Background: an optimization exercise with open tools, aiming at small area and a short achievable clock period. Do not read the settings as production practice.
Function was checked by simulation only, so behaviour that the tests miss may differ from the original.
No activity file was given, so power comes from the tool's default toggle rates.

===== flow/standard.sh =====
#!/bin/bash
# synth_recipe.tcl (not shown) runs the flow's synth.tcl, then flattens the netlist and writes it again
# the make line also repeats each setting of config.mk as NAME=value (left out here)
make -C /OpenROAD-flow-scripts/flow DESIGN_CONFIG=/design/flow/config.mk WORK_HOME=/design/flow/orfs CLKGATE_MAP_FILE= SYNTH_SCRIPT=/design/flow/synth_recipe.tcl "${@:-finish}"

===== flow/config.mk =====
export PLATFORM = sky130hd
export DESIGN_NAME = load_order_queue
export DESIGN_NICKNAME = load_order_queue
export VERILOG_FILES = /design/flow/design.v
export SDC_FILE = /design/flow/constraint.sdc
export NUM_CORES = 4
export LEC_CHECK = 0
export CAP_MARGIN = 20
export CORE_MARGIN = 2
export CORE_UTILIZATION = 40
export CTS_CLUSTER_DIAMETER = 90
export CTS_CLUSTER_SIZE = 25
export PLACE_DENSITY = 0.55
export SETUP_SLACK_MARGIN = 2.5
export SLEW_MARGIN = 20

===== flow/flow/abc_override.tcl =====
# Technology mapping with a delay-driven ABC script: the script named by
# MY_ABC_SCRIPT, with {D} replaced by "-D MY_ABC_D" (ps). Everything else in
# the synthesis is synth_recipe.tcl / ORFS synth.tcl unchanged.
proc abc {args} {
  set fin [open $::env(MY_ABC_SCRIPT) r]
  set body [string map [list "{D}" "-D $::env(MY_ABC_D)"] [read $fin]]
  close $fin
  set scr $::env(RESULTS_DIR)/my_abc.script
  set fout [open $scr w]
  puts -nonewline $fout $body
  close $fout
  set i [lsearch -exact $args -script]
  if { $i >= 0 } { set args [lreplace $args $i [expr {$i + 1}] -script $scr] }
  set j [lsearch -exact $args -D]
  if { $j >= 0 } { set args [lreplace $args $j [expr {$j + 1}]] }
  lappend args -D $::env(MY_ABC_D)
  puts "abc with [file tail $::env(MY_ABC_SCRIPT)], -D $::env(MY_ABC_D)"
  yosys abc {*}$args
}

===== flow/flow/abc.script =====
strash
&get -n
&dch -f
&nf -p -E 50 {D}
&put
buffer -c
upsize {D}
dnsize {D}

===== flow/design.v =====
`default_nettype none
module lq_violation_select #(
    parameter int SQN_W = 6
) (
    input  wire logic [1:0] i_flag,
    input  wire logic       i_older1,    
    output logic            o_idx,
    output logic            o_valid
);
    assign o_idx   = i_older1 ? i_flag[1] : ~i_flag[0];
    assign o_valid = |i_flag;
endmodule
`default_nettype wire
`default_nettype none
module load_order_queue (
    input  wire logic        clk,
    input  wire logic        rst,
    input  wire logic [5:0]  IN_commitSqN,
    input  wire logic [1:0]  IN_valid,
    input  wire logic [1:0]  IN_isLoad,
    input  wire logic [63:0] IN_pc,
    input  wire logic [63:0] IN_addr,
    input  wire logic [3:0]  IN_size,
    input  wire logic [11:0] IN_sqN,
    input  wire logic [11:0] IN_loadSqN,
    input  wire logic [11:0] IN_storeSqN,
    input  wire logic        IN_branch_taken,
    input  wire logic [5:0]  IN_branch_sqN,
    input  wire logic [5:0]  IN_branch_loadSqN,
    input  wire logic        IN_branch_flush,
    output logic             OUT_branch_taken,
    output logic [31:0]      OUT_branch_dstPC,
    output logic [5:0]       OUT_branch_sqN,
    output logic [5:0]       OUT_branch_storeSqN,
    output logic [5:0]       OUT_branch_loadSqN,
    output logic             OUT_branch_flush,
    output logic [5:0]       OUT_maxLoadSqN
);
    localparam int NE = 16;
    function automatic logic is_older(input logic [5:0] a, input logic [5:0] b);
        logic [4:0] lt, gt;
        logic       lt43, gt43, lt21, gt21, lt41, gt41, ltall;
        lt    = ~a[4:0] & b[4:0];
        gt    = a[4:0] & ~b[4:0];
        lt43  = lt[4] | (~gt[4] & lt[3]);
        gt43  = gt[4] | (~lt[4] & gt[3]);
        lt21  = lt[2] | (~gt[2] & lt[1]);
        gt21  = gt[2] | (~lt[2] & gt[1]);
        lt41  = lt43 | (~gt43 & lt21);
        gt41  = gt43 | (~lt43 & gt21);
        ltall = lt41 | (~gt41 & lt[0]);
        is_older = (a[5] ^ b[5]) ? ~ltall : ltall;
    endfunction
    function automatic logic [3:0] size_to_mask(input logic [1:0] size, input logic [1:0] off);
        case (size)
            2'd0:    size_to_mask = 4'b0001 << off;
            2'd1:    size_to_mask = off[1] ? 4'b1100 : 4'b0011;
            default: size_to_mask = 4'b1111;
        endcase
    endfunction
    logic [NE-1:0]       ent_valid_q;
    logic [NE-1:0][5:0]  ent_sqn_q;
    logic [NE-1:0][29:0] ent_addr_q;
    logic [NE-1:0][3:0]  ent_mask_q;
    logic [5:0]          max_q;           
    logic [1:0]          br_viol_q;
    logic                br_older1_q;     
    logic [1:0][31:0]    br_pc_q;
    logic [1:0][5:0]     br_sqn_q, br_ssqn_q, br_lsqn_q;
    logic [1:0]       op_live, op_ld, op_st;
    logic [1:0][5:0]  op_sqn;
    logic [1:0][29:0] op_addr;
    logic [1:0][3:0]  op_mask;
    logic [1:0][3:0]  op_idx;
    always_comb begin
        for (int p = 0; p < 2; p++) begin
            op_sqn[p]  = IN_sqN[p*6 +: 6];
            op_live[p] = IN_valid[p] & ~(IN_branch_taken & is_older(IN_branch_sqN, op_sqn[p]));
            op_ld[p]   = op_live[p] &  IN_isLoad[p];
            op_st[p]   = op_live[p] & ~IN_isLoad[p];
            op_addr[p] = IN_addr[p*32+2 +: 30];
            op_mask[p] = size_to_mask(IN_size[p*2 +: 2], IN_addr[p*32 +: 2]);
            op_idx[p]  = IN_loadSqN[p*6 +: 4];
        end
    end
    logic [1:0] viol;
    always_comb begin
        for (int p = 0; p < 2; p++) begin
            logic hit;
            hit = 1'b0;
            for (int e = 0; e < NE; e++)
                hit = hit | (ent_valid_q[e] && (ent_addr_q[e] == op_addr[p]) &&
                             is_older(op_sqn[p], ent_sqn_q[e]) && (|(ent_mask_q[e] & op_mask[p])));
            hit = hit | (op_ld[1-p] && (op_addr[1-p] == op_addr[p]) &&
                         is_older(op_sqn[p], op_sqn[1-p]) && (|(op_mask[1-p] & op_mask[p])));
            viol[p] = op_st[p] & hit;
        end
    end
    logic [NE-1:0] h0_q;         
    logic [NE-1:0] h0, h1;       
    logic [NE-1:0] h0_d;
    logic [NE-1:0] clr;          
    logic          v0, v1;
    logic [5:0]    s0, s1;
    logic          ret0, ret1;
    logic [5:0]    inc1, inc2, max_d;
    always_comb begin
        h0 = h0_q;
        h1 = {h0_q[NE-2:0], h0_q[NE-1]};
        v0 = 1'b0; v1 = 1'b0; s0 = '0; s1 = '0;
        for (int e = 0; e < NE; e++) begin
            v0 = v0 | (h0[e] & ent_valid_q[e]);
            v1 = v1 | (h1[e] & ent_valid_q[e]);
            s0 = s0 | ({6{h0[e]}} & ent_sqn_q[e]);
            s1 = s1 | ({6{h1[e]}} & ent_sqn_q[e]);
        end
        ret0 = v0 & is_older(s0, IN_commitSqN);
        ret1 = ret0 & v1 & is_older(s1, IN_commitSqN);
        for (int e = 0; e < NE; e++) begin
            if (IN_branch_taken)
                clr[e] = is_older(IN_branch_sqN, ent_sqn_q[e]);
            else
                clr[e] = (h0[e] & ret0) | (h1[e] & ret1);
        end
        inc1 = max_q + 6'd1;
        inc2 = max_q + 6'd2;
        if (IN_branch_taken) begin
            max_d = IN_branch_flush ? IN_branch_loadSqN + 6'd15 : max_q;
            for (int e = 0; e < NE; e++)
                h0_d[e] = IN_branch_flush ? (IN_branch_loadSqN[3:0] == 4'(e)) : h0_q[e];
        end else begin
            max_d = ret1 ? inc2 : ret0 ? inc1 : max_q;
            h0_d  = ret1 ? {h1[NE-2:0], h1[NE-1]} : ret0 ? h1 : h0_q;
        end
    end
    logic [NE-1:0] we0, we1;
    always_comb begin
        for (int e = 0; e < NE; e++) begin
            we0[e] = op_ld[0] & (op_idx[0] == 4'(e));
            we1[e] = op_ld[1] & (op_idx[1] == 4'(e));
        end
    end
    always_ff @(posedge clk or posedge rst) begin
        if (rst) begin
            ent_valid_q <= '0;
            max_q       <= 6'd15;
            h0_q        <= NE'(1);
            br_viol_q   <= 2'b00;
        end else begin
            for (int e = 0; e < NE; e++)
                ent_valid_q[e] <= we0[e] | we1[e] | (ent_valid_q[e] & ~clr[e]);
            max_q      <= max_d;
            h0_q       <= h0_d;
            br_viol_q  <= viol;
        end
    end
    logic [NE-1:0] wr1, wr0, hold;
    logic [39:0]   wd0, wd1;
    assign wd0 = {op_sqn[0], op_addr[0], op_mask[0]};
    assign wd1 = {op_sqn[1], op_addr[1], op_mask[1]};
    assign wr1  = we1;
    assign wr0  = we0 & ~we1;
    assign hold = ~(we0 | we1);
    always_ff @(posedge clk) begin
        for (int e = 0; e < NE; e++)
            {ent_sqn_q[e], ent_addr_q[e], ent_mask_q[e]} <=
                ~(({40{wr1[e]}} & ~wd1) | ({40{wr0[e]}} & ~wd0) |
                  ({40{hold[e]}} & ~{ent_sqn_q[e], ent_addr_q[e], ent_mask_q[e]}));
        br_older1_q <= is_older(op_sqn[1], op_sqn[0]);
        br_pc_q     <= IN_pc;
        br_sqn_q    <= IN_sqN;
        br_ssqn_q   <= IN_storeSqN;
        br_lsqn_q   <= IN_loadSqN;
    end
    logic sel, any_viol;
    lq_violation_select #(.SQN_W(6)) u_sel (
        .i_flag   (br_viol_q),
        .i_older1 (br_older1_q),
        .o_idx    (sel),
        .o_valid  (any_viol)
    );
    assign OUT_branch_taken    = any_viol;
    assign OUT_branch_dstPC    = br_pc_q[sel];
    assign OUT_branch_sqN      = br_sqn_q[sel];
    assign OUT_branch_storeSqN = br_ssqn_q[sel];
    assign OUT_branch_loadSqN  = br_lsqn_q[sel];
    assign OUT_branch_flush    = 1'b0;
    assign OUT_maxLoadSqN      = max_q;
endmodule
`default_nettype wire

===== flow/constraint.sdc =====
create_clock -name core_clock -period 6.0 [get_ports {clk}]
set_input_delay 1.2000 -clock core_clock [delete_from_list [all_inputs] [get_ports {clk}]]
set_output_delay 1.2000 -clock core_clock [all_outputs]
set_load 0.01 [all_outputs]

===== flow/flow/run.sh =====
#!/bin/bash
# Own layout flow: the standard flow (standard.sh), except that synthesis
# maps logic with a delay-driven ABC script (flow/abc.script, target MY_ABC_D)
# and port buffers are sky130_fd_sc_hd__buf_1.
# Every tool's output goes to a log file in this folder.
set -euo pipefail
W=$(pwd)
# synth_recipe.tcl with the abc override inserted after its first line (the
# synth wrapper that drops fsm/share); the rest is kept as it is.
{ head -n 1 synth_recipe.tcl; cat flow/abc_override.tcl; tail -n +2 synth_recipe.tcl; } > my_synth.tcl
sed -E "s#SYNTH_SCRIPT=[^ ]+#SYNTH_SCRIPT=$W/my_synth.tcl#" standard.sh > my_standard.sh
grep -q "SYNTH_SCRIPT=$W/my_synth.tcl" my_standard.sh
export MY_ABC_SCRIPT=$W/flow/abc.script
export MY_ABC_D=1500
# port buffers (every input and output port still gets one) use the
# smallest buffer; timing repair upsizes the ones on critical paths
export BUFFER_PORTS_ARGS="-buffer_cell sky130_fd_sc_hd__buf_1"
bash my_standard.sh > flow_make.log 2>&1
test -f out/final.def

==> flow_summary.toml <==
[die]
initial_core_util_pct = 40.5
die_w_um = 339
core-area_um2 = 111000
dieArea_um2 = 115000
num_rows = 122
chipHeight_um = 339
ios = 252

[logic_synthesis]
synth_seq_cells = 781
synth-compound-area-share_pct = 37.0
synth_top_area_share_pct = 33.0
syn_nets = 5780
synth.avg_cell_area_um2 = 8.05
synth_edf_count = 0
synth.most_common_cell = "o22ai_1"
synth_seq_area_share_pct = 35.3
ys_warn_count = 1
syn_inst = 5580
synthMuxAreaShare_pct = 1.28
synth_cell_types = 85
synth_top_family_by_area = "compound AO/OA/AOI/OAI gates"
yosys-top-cells-count = "1,000 x o22ai_1, 741 x dfxtp_1, 729 x a21oi_1"
synth_fa_ha_area_share_pct = 0.212
async_reset_ff_share_pct = 5.12
synth_ff_type = "dfxtp_1"
yosys-top-cells-area = "dfxtp_1 33%, o22ai_1 14%, a21oi_1 8.1%"
mappedNetlistArea_um2 = 44900
yosys.area_share.simple_pct = 9.30
synth_area_leader_cell = "dfxtp_1"
synth_xor_area_share_pct = 8.17

[place]
dp_hpwl_mm = 177
port_buffers = 250
place.gp.congestion = 1.03
pre_cts_ws_ns = 0.930

[pwr]
total_power_mw = 21.8
peakVddDrop_mv = 0.280
p_int_mw = 12.1
pwr-share-seq_pct = 43.6
cellLeakagePower_nw = 18.9
p_switching_mw = 9.69
pwr-share-clk_pct = 18.5
p_sw_share_pct = 44.5
p_per_area_nw_per_um2 = 418
p_comb_share_pct = 37.9

[critical_path]
cp.required_ns = 6.62
startpoint = "IN_addr[59]"
rr_startpoint = "h0_q[12]"
critPathSlowestCell = "inv_1"
critPathKind = "in2reg"
worstSetupStartpointType = "input pin"
path_cells = "clkbuf_2, inv_1, buf_4, o221ai_1, or4_1, a2111oi_2, nor4_4, a41oi_1"
arrival_ns = 4.28
setup.worst_path.end_class = "flop"
slowest_delay_ns = 0.76
r2r_slack_ns = 2.55
crit_fanout = 12

[clock_tree]
clk_latency_ns = 0.71
cts.htree.levels = 2
clkTransAtPathRegs_ns = 0.11
cts_made_buffers = 46
clock-root-buffer = "clkbuf_16"
tritoncts = "done"
cts.path.max_buffers = 3
clkSinkCount = 781

[timing]
setup_violations = 0
maxSlewHeadroom_pct = 15.3
setup_tns_ns = 0
rsz0062_at_grt = "yes"
hold_slack_ns = 0.515
tightest_slew_ns = 1.25
hold_violations = 0
fmax_ghz = 0.273
final.setup.worst_slack_ns = 2.34
finalCriticalPeriod_ns = 3.66
slew_violations = 0
period_share_pct = 61.0
fin_skew_ns = 0.0334

[global_routing]
grt_start_max_net_pins = 64
grt_usage_pct = 45.1
antenna_found_initial = 10
grt-ovfl-total = 0
grt_pass1_wl_mm = 376
grt_pass1_vias = 48400

[drt]
drt-wirelength-per-cell_um = 39.0
routed_wl_mm = 279
antenna_left = 0
firstDrtPassIters = 13
drt_iter0_drc = 9711
num_vias = 53800
drc_errors = 0
routed_via_density = 7.53

[final_layout]
area_growth_pct = 16.0
nNetsFinal = 5807
drive_above_1_share_pct = 13.6

[hold_path]
hold_path.class = "reg2reg"
hold_start = "ent_addr_q[455]"

[job]
drv_cap = 0

[run_status]
outcome = "timing/DRC/antenna clean"
[critical path, delay by kind of cell]
family | cells | cell delay, ns
AND/OR/NAND/NOR | 2 | 0.84
AO/OA/AOI/OAI | 3 | 1.00
buffers and inverters | 3 | 1.22
[placed cells by master, fill, tap and decap left out, drive strengths merged, types with 29 or more instances in the layout]
| cell type | netlist | routed |
|---|---|---|
| o22ai | 1000 | 1000 |
| dfxtp | 741 | 741 |
| a21oi | 730 | 731 |
| buf | 134 | 573 |
| inv | 323 | 320 |
| xor2 | 267 | 267 |
| xnor2 | 152 | 152 |
| a22oi | 138 | 138 |
| nand2 | 130 | 130 |
| a221oi | 126 | 126 |
| clkbuf | 536 | 126 |
| nand3 | 106 | 106 |
| nor4 | 98 | 98 |
| nand4 | 93 | 93 |
| o21ai | 88 | 91 |
| o221ai | 78 | 78 |
| a222oi | 77 | 77 |
| a31oi | 69 | 69 |
| nand2b | 65 | 65 |
| nor2 | 56 | 56 |
| mux2 | 51 | 51 |
| nor3 | 43 | 44 |
| o311ai | 43 | 43 |
| nor2b | 42 | 42 |
| a2111oi | 40 | 40 |
| o2111ai | 36 | 36 |
| dfrtp | 35 | 35 |
| o31ai | 29 | 29 |
[layout make-up]
class,instances,area (um^2)
Fill cell,11000,58900
Multi-Input combinational cell,3792,26100
Sequential cell,781,15900
Timing Repair Buffer,643,5190
Tap cell,1488,1860
Inverter,343,1400
Clock buffer,56,1270
Clock inverter,26,392
Antenna cell,15,37.5
[path summary, 6_finish.rpt]
path	endpoint	cells past startpoint
setup / recovery	br_viol_q[1]	8
hold / removal	ent_addr_q[455]	2
setup reg to reg	h0_q[14]	11
hold reg to reg	ent_addr_q[455]	2
max in group asynchronous	h0_q[12]	3
min in group asynchronous	h0_q[2]	3
[repair_timing]
item / 4_1_cts / 5_1_grt
hold buffers: 0 / 0
endpoints found under the setup margin: 729 / 706
pin swaps: 12 / 28
setup buffers: 37 / 48
cloned: 4 / 23
gates resized for setup: 165 / 229
[logic make-up after synthesis]
family / after synthesis
xor gates and xnor gates: 419
DFF: 781
and+or+nand+nor: 737
buffers and inverters: 1013
adders and majority gates: 8
muxes: 51
AOI/OAI and AO/OA: 2570
other: 1
[sequential cells by signal (all words and copies together) (netlist names)]
name,flops
max_q,6
br_sqn_q,12
br_viol_q,2
ent_sqn_q,96
ent_addr_q,480
ent_mask_q,64
br_lsqn_q,12
br_ssqn_q,12
ent_valid_q,16
h0_q,16
br_older1_q,1
br_pc_q,64
[metrics by stage]
step / instances / cell area, um^2 / util [%]
2_1_floorplan: 5580 / 45000 / -
3_3_place_gp: 6935 / 47600 / 42.9
3_5_place_dp: 6935 / 47600 / 42.9
4_1_cts: 7058 / 50300 / 45.3
5_1_grt: 7129 / 52000 / 46.9
6_report: 7144 / 52100 / 46.9
[power groups by stage]
| stage | Sequential [mW] | Combinational (mW) | Clock [mW] |
|---|---|---|---|
| final | 9.49 | 8.26 | 4.02 |
| after global routing | 9.62 | 8.82 | 4.19 |
| after CTS | 9.33 | 7.63 | 4.02 |
| after detailed placement | 9.43 | 7.38 | 0 |
| after global placement | 9.43 | 7.30 | 0 |
| after floorplan | 8.16 | 5.76 | 0 |
[per-layer routing]
layer	vias up	GRT usage, %	part of all wire [%]
met2	4998	64.4	40
met3	1486	16.0	16
met1	25700	55.1	35
li1	21600	-	-
met4	6	34.4	9.9
met5	-	0	0.013

## separate check: timing with driven ports
How much do the figures lean on ideal ports? The routed layout below was timed once more, with nothing changed but the port constraints.
Step 1 assumes that a clkbuf_16 drives the clock port and a buf_2 every other input.
Step 2 moves the port delays by t, midway between the first and last clock arrival at a register: inputs arrive t later, outputs are due t later. That takes back most of the time a late clock gives input paths.
a / b / c = no drivers / after step 1 / after step 2; a / b = the first two.
t (ns): 0.782
setup slack, ns: 2.340 / 2.393 / 1.611
worst hold slack (ns): 0.515 / 0.515 / 0.515
worst setup path after step 2: input to register
cell pins on the clock port's net: 1
After both steps this run still meets setup and hold. For this run, drivers alone change the setup slack by +0.053 ns; drivers and shift together by -0.729 ns.
